What follows belongs to an exercise in optimizing a design on an open flow for small area; a production flow would make more cautious choices. RTL that was checked went through simulation tests only; none was proved equivalent to the original. Power and IR drop assume default switching activity.

==> module snitch_vfpr_wb, before the edit <==
module snitch_vfpr_wb #(
   parameter int unsigned AddrWidth      = 32,
   parameter int unsigned DataWidth      = 64,
   parameter int unsigned BufDepth       = 4,
   parameter int unsigned MaxOutstanding = 4
) (
   input  logic                     clk_i,
   input  logic                     rst_ni,
   input  logic [AddrWidth-1:0]     res_addr_i,
   input  logic [DataWidth-1:0]     res_data_i,
   input  logic                     res_valid_i,
   output logic                     res_ready_o,
   output logic [AddrWidth-1:0]     wr_q_addr_o,
   output logic [DataWidth-1:0]     wr_q_data_o,
   output logic [DataWidth/8-1:0]   wr_q_strb_o,
   output logic                     wr_q_valid_o,
   input  logic                     wr_q_ready_i,
   input  logic                     wr_p_valid_i,
   input  logic [3*AddrWidth-1:0]   haz_addr_i,
   input  logic [2:0]               haz_en_i,
   output logic                     hazard_o,
   output logic                     idle_o,
   output logic                     err_o
);
   localparam int unsigned BW = AddrWidth + DataWidth;
   localparam int unsigned NB = BufDepth;
   localparam int unsigned NO = MaxOutstanding;
   logic [BW-1:0]        buf_q  [NB];    
   logic [AddrWidth-1:0] infl_q [NO];
   logic [NB-1:0] bVal_q, bRd_q, bSel_q, bSelN_q;    
   logic [NO-1:0] fVal_q, fSel_q, fSelN_q;
   logic [1:0]    fRd_q;                             
   logic          err_q;
   logic bFull, bEmpty, fFull, fEmpty;
   logic push, issue, respPop, spurious;
   assign bFull  = &bVal_q;
   assign bEmpty = ~|bVal_q;
   assign fFull  = &fVal_q;
   assign fEmpty = ~|fVal_q;
   assign res_ready_o  = ~bFull;
   assign push         = res_valid_i & ~bFull;
   assign wr_q_valid_o = ~bEmpty & ~fFull;
   assign issue        = wr_q_valid_o & wr_q_ready_i;
   assign respPop      = wr_p_valid_i & (~fEmpty | issue);
   assign spurious     = wr_p_valid_i & fEmpty & ~issue;
   assign idle_o      = bEmpty & fEmpty;
   assign err_o       = err_q;
   assign wr_q_strb_o = '1;
   logic [BW-1:0] head;
   always_comb begin
      head = '0;
      for (int unsigned b = 0; b < NB; b++) head |= buf_q[b] & {BW{bRd_q[b]}};
   end
   assign wr_q_addr_o = head[BW-1:DataWidth];
   assign wr_q_data_o = head[DataWidth-1:0];
   logic hazMatch;
   always_comb begin
      hazMatch = 1'b0;
      for (int unsigned i = 0; i < 3; i++) begin
         for (int unsigned b = 0; b < NB; b++)
            hazMatch |= haz_en_i[i] & bVal_q[b] &
                        (buf_q[b][BW-1:DataWidth] == haz_addr_i[i*AddrWidth +: AddrWidth]);
         for (int unsigned o = 0; o < NO; o++)
            hazMatch |= haz_en_i[i] & fVal_q[o] &
                        (infl_q[o] == haz_addr_i[i*AddrWidth +: AddrWidth]);
      end
   end
   assign hazard_o = hazMatch;
   always_ff @(posedge clk_i) begin
      for (int unsigned b = 0; b < NB; b++)
         buf_q[b] <= ({BW{bSel_q[b]}} & {res_addr_i, res_data_i}) | ({BW{bSelN_q[b]}} & buf_q[b]);
      for (int unsigned o = 0; o < NO; o++)
         infl_q[o] <= ({AddrWidth{fSel_q[o]}} & buf_q[o][BW-1:DataWidth]) |
                      ({AddrWidth{fSelN_q[o]}} & infl_q[o]);
   end
   logic [NB-1:0] bWr, bVal_d, bRd_d, bWr_d, bSel_d;
   logic [NO-1:0] fVal_d, fSel_d, fRdOH;
   logic [1:0]    fRd_d;
   always_comb begin
      bWr    = bSel_q | (bRd_q & {NB{bFull}});
      bVal_d = (bVal_q & ~(bRd_q & {NB{issue}})) | (bWr & {NB{push}});
      bRd_d  = issue ? {bRd_q[NB-2:0], bRd_q[NB-1]} : bRd_q;
      bWr_d  = push  ? {bWr[NB-2:0], bWr[NB-1]} : bWr;
      bSel_d = bWr_d & {NB{~&bVal_d}};
      fRdOH  = NO'(1) << fRd_q;
      fVal_d = (fVal_q | (bRd_q & {NO{issue}})) & ~(fRdOH & {NO{respPop}});
      fRd_d  = fRd_q + {1'b0, respPop};
      fSel_d = bRd_d & {NO{~&fVal_d}};
   end
   always_ff @(posedge clk_i or negedge rst_ni) begin
      if (!rst_ni) begin
         bVal_q  <= '0;
         bRd_q   <= {{(NB-1){1'b0}}, 1'b1};
         bSel_q  <= {{(NB-1){1'b0}}, 1'b1};
         bSelN_q <= {{(NB-1){1'b1}}, 1'b0};
         fVal_q  <= '0;
         fRd_q   <= '0;
         fSel_q  <= {{(NO-1){1'b0}}, 1'b1};
         fSelN_q <= {{(NO-1){1'b1}}, 1'b0};
         err_q   <= 1'b0;
      end else begin
         bVal_q  <= bVal_d;
         bRd_q   <= bRd_d;
         bSel_q  <= bSel_d;
         bSelN_q <= ~bSel_d;
         fVal_q  <= fVal_d;
         fRd_q   <= fRd_d;
         fSel_q  <= fSel_d;
         fSelN_q <= ~fSel_d;
         err_q   <= err_q | spurious;
      end
   end
endmodule
clock: 6.5 ns
lec_check: 0
cap_margin: 20
core_margin: 2
core_utilization: 65
cts_buf_list: sky130_fd_sc_hd__clkbuf_8
gpl_timing_driven: 0
setup_slack_margin: 0.5
slew_margin: 20
standard.sh (not shown) runs the stock make flow with config.mk's settings and CLKGATE_MAP_FILE= SYNTH_SCRIPT=/design/flow/synth_recipe.tcl, a recipe that flattens the netlist after the stock synthesis.
==> flow/flow/run.sh <==
#!/bin/bash
# Standard ORFS layout (the standard.sh), with these changes:
#  * the buffers Yosys/ABC inserted are removed at floorplan (the resizer re-buffers as needed);
#  * port buffers use the smallest buffer cell instead of the resizer's default pick;
#  * CTS does not add dummy loads.
set -euo pipefail
bash standard.sh \
  "REMOVE_ABC_BUFFERS=1" \
  "BUFFER_PORTS_ARGS=-buffer_cell sky130_fd_sc_hd__buf_1" \
  "CTS_ARGS=-sink_clustering_enable -repair_clock_nets -sink_clustering_size 14 -sink_clustering_max_diameter 60 -buf_list sky130_fd_sc_hd__clkbuf_8 -dont_use_dummy_load" \
  finish > standard_flow.log 2>&1
Edit:
--- a/flow/design.v
+++ b/flow/design.v
@@ -27,8 +27,9 @@
    localparam int unsigned NO = MaxOutstanding;
    logic [BW-1:0]        buf_q  [NB];    
    logic [AddrWidth-1:0] infl_q [NO];
-   logic [NB-1:0] bVal_q, bRd_q, bSel_q, bSelN_q;    
-   logic [NO-1:0] fVal_q, fSel_q, fSelN_q;
+   logic [NB-1:0] bVal_q, bValN_q, bRd_q;            
+   logic [1:0]    bWr_q;                             
+   logic [NO-1:0] fVal_q, fValN_q;
    logic [1:0]    fRd_q;                             
    logic          err_q;
    logic bFull, bEmpty, fFull, fEmpty;
@@ -68,45 +69,41 @@
    assign hazard_o = hazMatch;
    always_ff @(posedge clk_i) begin
       for (int unsigned b = 0; b < NB; b++)
-         buf_q[b] <= ({BW{bSel_q[b]}} & {res_addr_i, res_data_i}) | ({BW{bSelN_q[b]}} & buf_q[b]);
+         buf_q[b] <= ({BW{bValN_q[b]}} & {res_addr_i, res_data_i}) | ({BW{bVal_q[b]}} & buf_q[b]);
       for (int unsigned o = 0; o < NO; o++)
-         infl_q[o] <= ({AddrWidth{fSel_q[o]}} & buf_q[o][BW-1:DataWidth]) |
-                      ({AddrWidth{fSelN_q[o]}} & infl_q[o]);
+         infl_q[o] <= ({AddrWidth{fValN_q[o]}} & buf_q[o][BW-1:DataWidth]) |
+                      ({AddrWidth{fVal_q[o]}} & infl_q[o]);
    end
-   logic [NB-1:0] bWr, bVal_d, bRd_d, bWr_d, bSel_d;
-   logic [NO-1:0] fVal_d, fSel_d, fRdOH;
-   logic [1:0]    fRd_d;
+   logic [NB-1:0] bVal_d, bRd_d, bWrOH;
+   logic [NO-1:0] fVal_d, fRdOH;
+   logic [1:0]    bWr_d, fRd_d;
    always_comb begin
-      bWr    = bSel_q | (bRd_q & {NB{bFull}});
-      bVal_d = (bVal_q & ~(bRd_q & {NB{issue}})) | (bWr & {NB{push}});
+      bWrOH  = NB'(1) << bWr_q;
+      bVal_d = (bVal_q & ~(bRd_q & {NB{issue}})) | (bWrOH & {NB{push}});
       bRd_d  = issue ? {bRd_q[NB-2:0], bRd_q[NB-1]} : bRd_q;
-      bWr_d  = push  ? {bWr[NB-2:0], bWr[NB-1]} : bWr;
-      bSel_d = bWr_d & {NB{~&bVal_d}};
+      bWr_d  = bWr_q + {1'b0, push};
       fRdOH  = NO'(1) << fRd_q;
       fVal_d = (fVal_q | (bRd_q & {NO{issue}})) & ~(fRdOH & {NO{respPop}});
       fRd_d  = fRd_q + {1'b0, respPop};
-      fSel_d = bRd_d & {NO{~&fVal_d}};
    end
    always_ff @(posedge clk_i or negedge rst_ni) begin
       if (!rst_ni) begin
          bVal_q  <= '0;
          bRd_q   <= {{(NB-1){1'b0}}, 1'b1};
-         bSel_q  <= {{(NB-1){1'b0}}, 1'b1};
-         bSelN_q <= {{(NB-1){1'b1}}, 1'b0};
+         bValN_q <= '1;
+         bWr_q   <= '0;
          fVal_q  <= '0;
          fRd_q   <= '0;
-         fSel_q  <= {{(NO-1){1'b0}}, 1'b1};
-         fSelN_q <= {{(NO-1){1'b1}}, 1'b0};
+         fValN_q <= '1;
          err_q   <= 1'b0;
       end else begin
          bVal_q  <= bVal_d;
          bRd_q   <= bRd_d;
-         bSel_q  <= bSel_d;
-         bSelN_q <= ~bSel_d;
+         bValN_q <= ~bVal_d;
+         bWr_q   <= bWr_d;
          fVal_q  <= fVal_d;
          fRd_q   <= fRd_d;
-         fSel_q  <= fSel_d;
-         fSelN_q <= ~fSel_d;
+         fValN_q <= ~fVal_d;
          err_q   <= err_q | spurious;
       end
    end
Effect: Worst hold slack degrades by 12 ps; via count came out lower by a few percent; wire length grows slightly; cell count goes down slightly; clock power is about the same; final area falls slightly; sequential share of layout area shrinks by 0.32 points.

========
== wip/delta ==
Starting RTL as in the previous note.
clock: 6.5 ns
lec_check: 0
cap_margin: 20
core_margin: 2
core_utilization: 60
cts_buf_list: sky130_fd_sc_hd__clkbuf_8
gpl_timing_driven: 0
setup_slack_margin: 0.5
slew_margin: 20
Scripts as last shown in full above: flow/flow/run.sh
Input-level comparison between wip/amber and wip/delta:
--- a/flow/design.v
+++ b/flow/design.v
@@ -42,13 +42,13 @@
    assign wr_q_valid_o = ~bEmpty & ~fFull;
    assign issue        = wr_q_valid_o & wr_q_ready_i;
    assign respPop      = wr_p_valid_i & (~fEmpty | issue);
    assign spurious     = wr_p_valid_i & fEmpty & ~issue;
    assign idle_o      = bEmpty & fEmpty;
    assign err_o       = err_q;
-   assign wr_q_strb_o = '1;
+   assign wr_q_strb_o = {(DataWidth/8){wr_q_valid_o}};
    logic [BW-1:0] head;
    always_comb begin
       head = '0;
       for (int unsigned b = 0; b < NB; b++) head |= buf_q[b] & {BW{bRd_q[b]}};
    end
    assign wr_q_addr_o = head[BW-1:DataWidth];
==> notes.md <==
- Side by side, overall power of the completed layout turned out higher in wip/amber than in wip/delta.
- Status: final instance count without filler cells parity (wip/delta, wip/amber)
- Diff wip/amber..wip/delta | total of clock buffers placed in the layout | negligible
- From wip/delta to wip/amber the numbers moved as follows: post-route standard cell area excluding fillers neither gained nor lost much; wire length of the first global-routing pass now sits higher; worst setup slack now sits lower; routability-driven placement congestion ratio higher; sequential share of layout area roughly the same.
- Any difference in area of the die between wip/amber and wip/delta is small enough to ignore.
- wip/amber against wip/delta: total combinational power grew by about 5%; post-route fraction of the period consumed by the critical path higher; HPWL reported at the end of detailed placement picked up an extra 4.7%.

========
The RTL this note starts from:
==> flow/design.v <==
module snitch_vfpr_wb #(
   parameter int unsigned AddrWidth      = 32,
   parameter int unsigned DataWidth      = 64,
   parameter int unsigned BufDepth       = 4,
   parameter int unsigned MaxOutstanding = 4
) (
   input  logic                     clk_i,
   input  logic                     rst_ni,
   input  logic [AddrWidth-1:0]     res_addr_i,
   input  logic [DataWidth-1:0]     res_data_i,
   input  logic                     res_valid_i,
   output logic                     res_ready_o,
   output logic [AddrWidth-1:0]     wr_q_addr_o,
   output logic [DataWidth-1:0]     wr_q_data_o,
   output logic [DataWidth/8-1:0]   wr_q_strb_o,
   output logic                     wr_q_valid_o,
   input  logic                     wr_q_ready_i,
   input  logic                     wr_p_valid_i,
   input  logic [3*AddrWidth-1:0]   haz_addr_i,
   input  logic [2:0]               haz_en_i,
   output logic                     hazard_o,
   output logic                     idle_o,
   output logic                     err_o
);
   localparam int unsigned BW = AddrWidth + DataWidth;
   localparam int unsigned NB = BufDepth;
   localparam int unsigned NO = MaxOutstanding;
   logic [BW-1:0]        buf_q  [NB];    
   logic [AddrWidth-1:0] infl_q [NO];
   logic [NB-1:0] bVal_q, bRd_q, bSel_q, bSelN_q;    
   logic [NO-1:0] fVal_q, fSel_q, fSelN_q;
   logic [1:0]    fRd_q;                             
   logic          err_q;
   logic bFull, bEmpty, fFull, fEmpty;
   logic push, issue, respPop, spurious;
   assign bFull  = &bVal_q;
   assign bEmpty = ~|bVal_q;
   assign fFull  = &fVal_q;
   assign fEmpty = ~|fVal_q;
   assign res_ready_o  = ~bFull;
   assign push         = res_valid_i & ~bFull;
   assign wr_q_valid_o = ~bEmpty & ~fFull;
   assign issue        = wr_q_valid_o & wr_q_ready_i;
   assign respPop      = wr_p_valid_i & (~fEmpty | issue);
   assign spurious     = wr_p_valid_i & fEmpty & ~issue;
   assign idle_o      = bEmpty & fEmpty;
   assign err_o       = err_q;
   assign wr_q_strb_o = {(DataWidth/8){wr_q_valid_o}};
   logic [BW-1:0] head;
   always_comb begin
      head = '0;
      for (int unsigned b = 0; b < NB; b++) head |= buf_q[b] & {BW{bRd_q[b]}};
   end
   assign wr_q_addr_o = head[BW-1:DataWidth];
   assign wr_q_data_o = head[DataWidth-1:0];
   logic hazMatch;
   always_comb begin
      hazMatch = 1'b0;
      for (int unsigned i = 0; i < 3; i++) begin
         for (int unsigned b = 0; b < NB; b++)
            hazMatch |= haz_en_i[i] & bVal_q[b] &
                        (buf_q[b][BW-1:DataWidth] == haz_addr_i[i*AddrWidth +: AddrWidth]);
         for (int unsigned o = 0; o < NO; o++)
            hazMatch |= haz_en_i[i] & fVal_q[o] &
                        (infl_q[o] == haz_addr_i[i*AddrWidth +: AddrWidth]);
      end
   end
   assign hazard_o = hazMatch;
   always_ff @(posedge clk_i) begin
      for (int unsigned b = 0; b < NB; b++)
         buf_q[b] <= ({BW{bSel_q[b]}} & {res_addr_i, res_data_i}) | ({BW{bSelN_q[b]}} & buf_q[b]);
      for (int unsigned o = 0; o < NO; o++)
         infl_q[o] <= ({AddrWidth{fSel_q[o]}} & wr_q_addr_o) | ({AddrWidth{fSelN_q[o]}} & infl_q[o]);
   end
   logic [NB-1:0] bWr, bVal_d, bRd_d, bWr_d, bSel_d;
   logic [NO-1:0] fWr, fVal_d, fWr_d, fSel_d, fRdOH;
   logic [1:0]    fRd_d;
   always_comb begin
      bWr    = bSel_q | (bRd_q & {NB{bFull}});
      bVal_d = (bVal_q & ~(bRd_q & {NB{issue}})) | (bWr & {NB{push}});
      bRd_d  = issue ? {bRd_q[NB-2:0], bRd_q[NB-1]} : bRd_q;
      bWr_d  = push  ? {bWr[NB-2:0], bWr[NB-1]} : bWr;
      bSel_d = bWr_d & {NB{~&bVal_d}};
      fRdOH  = NO'(1) << fRd_q;
      fWr    = fSel_q | (fRdOH & {NO{fFull}});
      fVal_d = (fVal_q | (fWr & {NO{issue}})) & ~(fRdOH & {NO{respPop}});
      fRd_d  = fRd_q + {1'b0, respPop};
      fWr_d  = issue   ? {fWr[NO-2:0], fWr[NO-1]} : fWr;
      fSel_d = fWr_d & {NO{~&fVal_d}};
   end
   always_ff @(posedge clk_i or negedge rst_ni) begin
      if (!rst_ni) begin
         bVal_q  <= '0;
         bRd_q   <= {{(NB-1){1'b0}}, 1'b1};
         bSel_q  <= {{(NB-1){1'b0}}, 1'b1};
         bSelN_q <= {{(NB-1){1'b1}}, 1'b0};
         fVal_q  <= '0;
         fRd_q   <= '0;
         fSel_q  <= {{(NO-1){1'b0}}, 1'b1};
         fSelN_q <= {{(NO-1){1'b1}}, 1'b0};
         err_q   <= 1'b0;
      end else begin
         bVal_q  <= bVal_d;
         bRd_q   <= bRd_d;
         bSel_q  <= bSel_d;
         bSelN_q <= ~bSel_d;
         fVal_q  <= fVal_d;
         fRd_q   <= fRd_d;
         fSel_q  <= fSel_d;
         fSelN_q <= ~fSel_d;
         err_q   <= err_q | spurious;
      end
   end
endmodule
Settings: LEC_CHECK=0, CAP_MARGIN=20, CORE_MARGIN=2, CORE_UTILIZATION=60, CTS_BUF_LIST=sky130_fd_sc_hd__clkbuf_8, GPL_TIMING_DRIVEN=0, SETUP_SLACK_MARGIN=0.2, SLEW_MARGIN=20; clock period 6.5 ns.
Scripts as last shown in full above: flow/flow/run.sh
Rerun with:
--- a/flow/design.v
+++ b/flow/design.v
@@ -67,29 +67,28 @@
    end
    assign hazard_o = hazMatch;
    always_ff @(posedge clk_i) begin
       for (int unsigned b = 0; b < NB; b++)
          buf_q[b] <= ({BW{bSel_q[b]}} & {res_addr_i, res_data_i}) | ({BW{bSelN_q[b]}} & buf_q[b]);
       for (int unsigned o = 0; o < NO; o++)
-         infl_q[o] <= ({AddrWidth{fSel_q[o]}} & wr_q_addr_o) | ({AddrWidth{fSelN_q[o]}} & infl_q[o]);
+         infl_q[o] <= ({AddrWidth{fSel_q[o]}} & buf_q[o][BW-1:DataWidth]) |
+                      ({AddrWidth{fSelN_q[o]}} & infl_q[o]);
    end
    logic [NB-1:0] bWr, bVal_d, bRd_d, bWr_d, bSel_d;
-   logic [NO-1:0] fWr, fVal_d, fWr_d, fSel_d, fRdOH;
+   logic [NO-1:0] fVal_d, fSel_d, fRdOH;
    logic [1:0]    fRd_d;
    always_comb begin
       bWr    = bSel_q | (bRd_q & {NB{bFull}});
       bVal_d = (bVal_q & ~(bRd_q & {NB{issue}})) | (bWr & {NB{push}});
       bRd_d  = issue ? {bRd_q[NB-2:0], bRd_q[NB-1]} : bRd_q;
       bWr_d  = push  ? {bWr[NB-2:0], bWr[NB-1]} : bWr;
       bSel_d = bWr_d & {NB{~&bVal_d}};
       fRdOH  = NO'(1) << fRd_q;
-      fWr    = fSel_q | (fRdOH & {NO{fFull}});
-      fVal_d = (fVal_q | (fWr & {NO{issue}})) & ~(fRdOH & {NO{respPop}});
+      fVal_d = (fVal_q | (bRd_q & {NO{issue}})) & ~(fRdOH & {NO{respPop}});
       fRd_d  = fRd_q + {1'b0, respPop};
-      fWr_d  = issue   ? {fWr[NO-2:0], fWr[NO-1]} : fWr;
-      fSel_d = fWr_d & {NO{~&fVal_d}};
+      fSel_d = bRd_d & {NO{~&fVal_d}};
    end
    always_ff @(posedge clk_i or negedge rst_ni) begin
       if (!rst_ni) begin
          bVal_q  <= '0;
          bRd_q   <= {{(NB-1){1'b0}}, 1'b1};
          bSel_q  <= {{(NB-1){1'b0}}, 1'b1};
Result:
- maximum frequency went down by 0.30%
- sequential share of layout area went up by 0.26 points
- global-route usage decreases by 1.7 points
- routed wire length goes down by 5.0%
- final cell count went down by 0.84%
- power barely changes
- setup slack loses 0.019 ns
- utilization increases by 0.52 points
- design area went down by 0.67%
- via count falls by 2.0%
No functional check of the RTL was part of the first run of this note.

separate check: timing with driven ports:
The results above use ideal ports. As a check the final layouts listed here were re-extracted and re-timed, cells and wires unchanged.
Step 1 sets driving cells, clkbuf_16 on the clock port and buf_2 on the other inputs (assumed; they add their load-dependent delay and slew).
Step 2, shift: input delay + t, output delay - t, t = (earliest + latest rising clock arrival at the registers) / 2. This alone moves slack from input paths to output paths.
Three values: ideal ports, drivers, drivers and shift; two values: the first two.
| run | t (ns) | slack for setup (ns) | cell pins on the clock port's net |
|---|---|---|---|
| the first run of note 1 | 0.734 | 0.371 / 0.339 / 0.339 | 1 |
| the second run of note 1 | 0.760 | 0.187 / 0.155 / 0.155 | 1 |
| wip/delta | 0.750 | 0.441 / 0.407 / 0.407 | 1 |
| wip/amber | 0.742 | 0.225 / 0.194 / 0.194 | 1 |
| the first run of note 3 | 0.713 | 0.191 / 0.141 / 0.141 | 1 |
| the second run of note 3 | 0.738 | 0.172 / 0.141 / 0.141 | 1 |
After both steps setup and hold are still met in every run listed. The setup slack of the first run of note 3, which loses most, moves by -0.050 ns with the drivers and by -0.050 ns with both steps.
